Background: an optimization exercise with open tools, aiming at small area. Do not read the settings as production practice.
In this exercise RTL edits were held to simulation tests only and were not proved equivalent to the original.
No activity file was given, so power comes from the tool's default toggle rates.

== trial 78 ==
==> flow/design.v (excerpt) <==
module pipe_latches #(
	parameter pipe_pkg::word_t pc_initial = 32'h0000_1000
) (
	input logic clk,
	input logic reset,
	input logic flush,
	input logic stall,
	input logic icache_stall,
	input logic hazard,
	input logic [65:0] fd_in,
	input logic [147:0] dx_in,
	input logic [107:0] xm_in,
	input logic [71:0] mw_in,
	input logic [31:0] fd_exc,
	input logic [31:0] dx_exc,
	input logic [31:0] xm_exc,
	input logic [31:0] mw_exc,
	input logic [31:0] mem_addr,
	output logic [65:0] fd_out,
	output logic [147:0] dx_out,
	output logic [107:0] xm_out,
	output logic [71:0] mw_out,
	output logic [95:0] fd_rec,
	output logic [95:0] dx_rec,
	output logic [95:0] xm_rec,
	output logic [95:0] mw_rec
);
Size: ~500 flip-flops, roughly 1,300 I/O pins.
==> module writeback_latch, before the edit <==
module writeback_latch (
	input logic clk,
	input logic reset,
	input logic flush,
	input logic stall,
	input logic is_ecall,
	input pipe_pkg::cause_t exc,
	input pipe_pkg::word_t mem_addr,
	input logic [71:0] slot_in,
	input pipe_pkg::cause_t cause_in,
	input pipe_pkg::word_t addr_in,
	output logic [71:0] slot,
	output logic [95:0] rec
);
	logic take, keep, set_flush, pass_rec, new_rec;
	writeback_ctl i_ctl (
		.reset(reset), .flush(flush), .stall(stall), .exc(exc), .cause_in(cause_in),
		.take(take), .keep(keep), .set_flush(set_flush), .pass_rec(pass_rec), .new_rec(new_rec)
	);
	logic [2:0] m;
	pipe_pkg::word_t a;
	logic [2:0] m_take;
	assign m_take = is_ecall ? 3'd7 : cause_in;
	always_ff @(posedge clk) begin
		slot[71:1] <= (slot_in[71:1] & {71{take}}) | (slot[71:1] & {71{keep}});
		slot[0] <= (slot_in[0] & take) | (slot[0] & keep) | set_flush;
		m <= (m_take & {3{take}}) | ({2'b00, pass_rec}) | ({1'b1, exc[1:0]} & {3{new_rec}})
			| (m & {3{keep}});
		a <= (addr_in & {32{take || pass_rec}}) | (mem_addr & {32{new_rec}}) | (a & {32{keep}});
	end
	logic ecall, epc_zero;
	pipe_pkg::cause_t c;
	assign ecall = m == 3'd7;
	assign epc_zero = m == 3'd5 || m == 3'd6;
	assign c = {m[2] && !epc_zero, m[1:0]};
	pipe_pkg::word_t epc;
	assign epc = epc_zero ? '0 : {a[31:2] + {29'd0, ecall}, a[1:0]};
	assign rec = {ecall ? slot[66:35] : {29'd0, c}, a, epc};
endmodule
==> flow/config.mk <==
export PLATFORM = sky130hd
export DESIGN_NAME = pipe_latches
export DESIGN_NICKNAME = pipe_latches
export VERILOG_FILES = /design/flow/design.v
export SDC_FILE = /design/flow/constraint.sdc
export NUM_CORES = 4
export LEC_CHECK = 0
export CAP_MARGIN = 20
export CORE_AREA = 5 5 245 145
export DIE_AREA = 0 0 250 150
export SLEW_MARGIN = 20
export SYNTH_HIERARCHICAL = 1
export SYNTH_MINIMUM_KEEP_SIZE = 0
==> flow/constraint.sdc <==
create_clock -name core_clock -period 5.0 [get_ports {clk}]
set_input_delay 1.0000 -clock core_clock [delete_from_list [all_inputs] [get_ports {clk}]]
set_output_delay 1.0000 -clock core_clock [all_outputs]
set_load 0.01 [all_outputs]
standard.sh (not shown) runs the stock make flow with config.mk's settings and CLKGATE_MAP_FILE= SYNTH_SCRIPT=/design/flow/synth_recipe.tcl, a recipe that flattens the netlist after the stock synthesis.
==> flow/flow/run.sh <==
#!/bin/bash
# The standard layout, with every port buffered by the smallest buffer (buf_1) instead of the
# cell buffer_ports picks by default, I/O pins one routing track apart instead of two so that
# the ports fit around a smaller die, and clock tree synthesis without dummy loads.
# Everything else is the standard.sh unchanged; ORFS's logs stay under orfs/logs.
set -euo pipefail
bash standard.sh "BUFFER_PORTS_ARGS=-buffer_cell sky130_fd_sc_hd__buf_1" \
	"PLACE_PINS_ARGS=-min_distance 1 -min_distance_in_tracks" \
	"CTS_ARGS=-sink_clustering_enable -repair_clock_nets -buf_list sky130_fd_sc_hd__clkbuf_4 -sink_clustering_size 10 -sink_clustering_max_diameter 40 -dont_use_dummy_load" \
	finish > make_finish.log 2>&1
Edits applied to the flow inputs when going from trial 78 to build 44:
--- a/flow/design.v
+++ b/flow/design.v
@@ -229,22 +229,18 @@
 		.reset(reset), .flush(flush), .stall(stall), .exc(exc), .cause_in(cause_in),
 		.take(take), .keep(keep), .set_flush(set_flush), .pass_rec(pass_rec), .new_rec(new_rec)
 	);
-	logic [2:0] m;
+	pipe_pkg::cause_t c;
 	pipe_pkg::word_t a;
-	logic [2:0] m_take;
-	assign m_take = is_ecall ? 3'd7 : cause_in;
+	logic ecall;
+	logic epc_zero;
 	always_ff @(posedge clk) begin
 		slot[71:1] <= (slot_in[71:1] & {71{take}}) | (slot[71:1] & {71{keep}});
 		slot[0] <= (slot_in[0] & take) | (slot[0] & keep) | set_flush;
-		m <= (m_take & {3{take}}) | ({2'b00, pass_rec}) | ({1'b1, exc[1:0]} & {3{new_rec}})
-			| (m & {3{keep}});
+		c <= (cause_in & {3{take || pass_rec}}) | (exc & {3{new_rec}}) | (c & {3{keep}});
 		a <= (addr_in & {32{take || pass_rec}}) | (mem_addr & {32{new_rec}}) | (a & {32{keep}});
+		ecall <= (is_ecall & take) | (ecall & keep);
+		epc_zero <= new_rec | (epc_zero & keep);
 	end
-	logic ecall, epc_zero;
-	pipe_pkg::cause_t c;
-	assign ecall = m == 3'd7;
-	assign epc_zero = m == 3'd5 || m == 3'd6;
-	assign c = {m[2] && !epc_zero, m[1:0]};
 	pipe_pkg::word_t epc;
 	assign epc = epc_zero ? '0 : {a[31:2] + {29'd0, ecall}, a[1:0]};
 	assign rec = {ecall ? slot[66:35] : {29'd0, c}, a, epc};
Notes after the runs:
Build 44: done, clean on timing, DRC and antenna
On number of buffers outside the clock class in the layout, trial 78 and build 44 are neck and neck.
From trial 78 to build 44 the numbers moved as follows: power now larger, maximum clock frequency now larger.
Compared with trial 78, build 44 shows a lower logic depth of the worst path, buffers included.
On number of fill cells in the layout, the higher figure sits with build 44, not trial 78.
Between build 44 and trial 78, it is build 44 whose part of the cycle the worst path needs is lower, by 0.45 points.
Biggest fanout along the worst timing path delta for build 44 relative to trial 78: 20 lower
In terms of power in sequential cells, build 44 and trial 78 differ only marginally.
On sequential power share, trial 78 tracks build 44 almost exactly.
Going from trial 78 to build 44, basic-gate share of the synthesized area counting and, or, nand and nor cells grows by 0.17 points.
The first-pass GRT wire length reported for build 44 is greater than that of trial 78 by 810 um.
Between build 44 and trial 78, the clock power does not differ in any meaningful way.
Clock sink total: build 44 > trial 78

-- what the ideal ports hide --
How much do the figures lean on ideal ports? The routed layouts below were timed once more, with nothing changed but the port constraints.
Step 1 assumes that a clkbuf_16 drives the clock port and a buf_2 every other input.
Step 2 also shifts input and output timing later by t, the mid clock arrival at the registers, as if the neighbouring blocks saw the same clock.
Three values: ideal ports, drivers, drivers and shift; two values: the first two.
run	shift t [ns]	slack for setup (ns)	hold WS [ns]	pins driven straight from the clock port
trial 78	0.804	0.767 / 0.713 / 1.517	0.412 / 0.399 / 0.475	1
build 44	0.804	0.789 / 0.740 / 1.544	0.407 / 0.394 / 0.475	1
After both steps setup and hold are still met in every run listed.
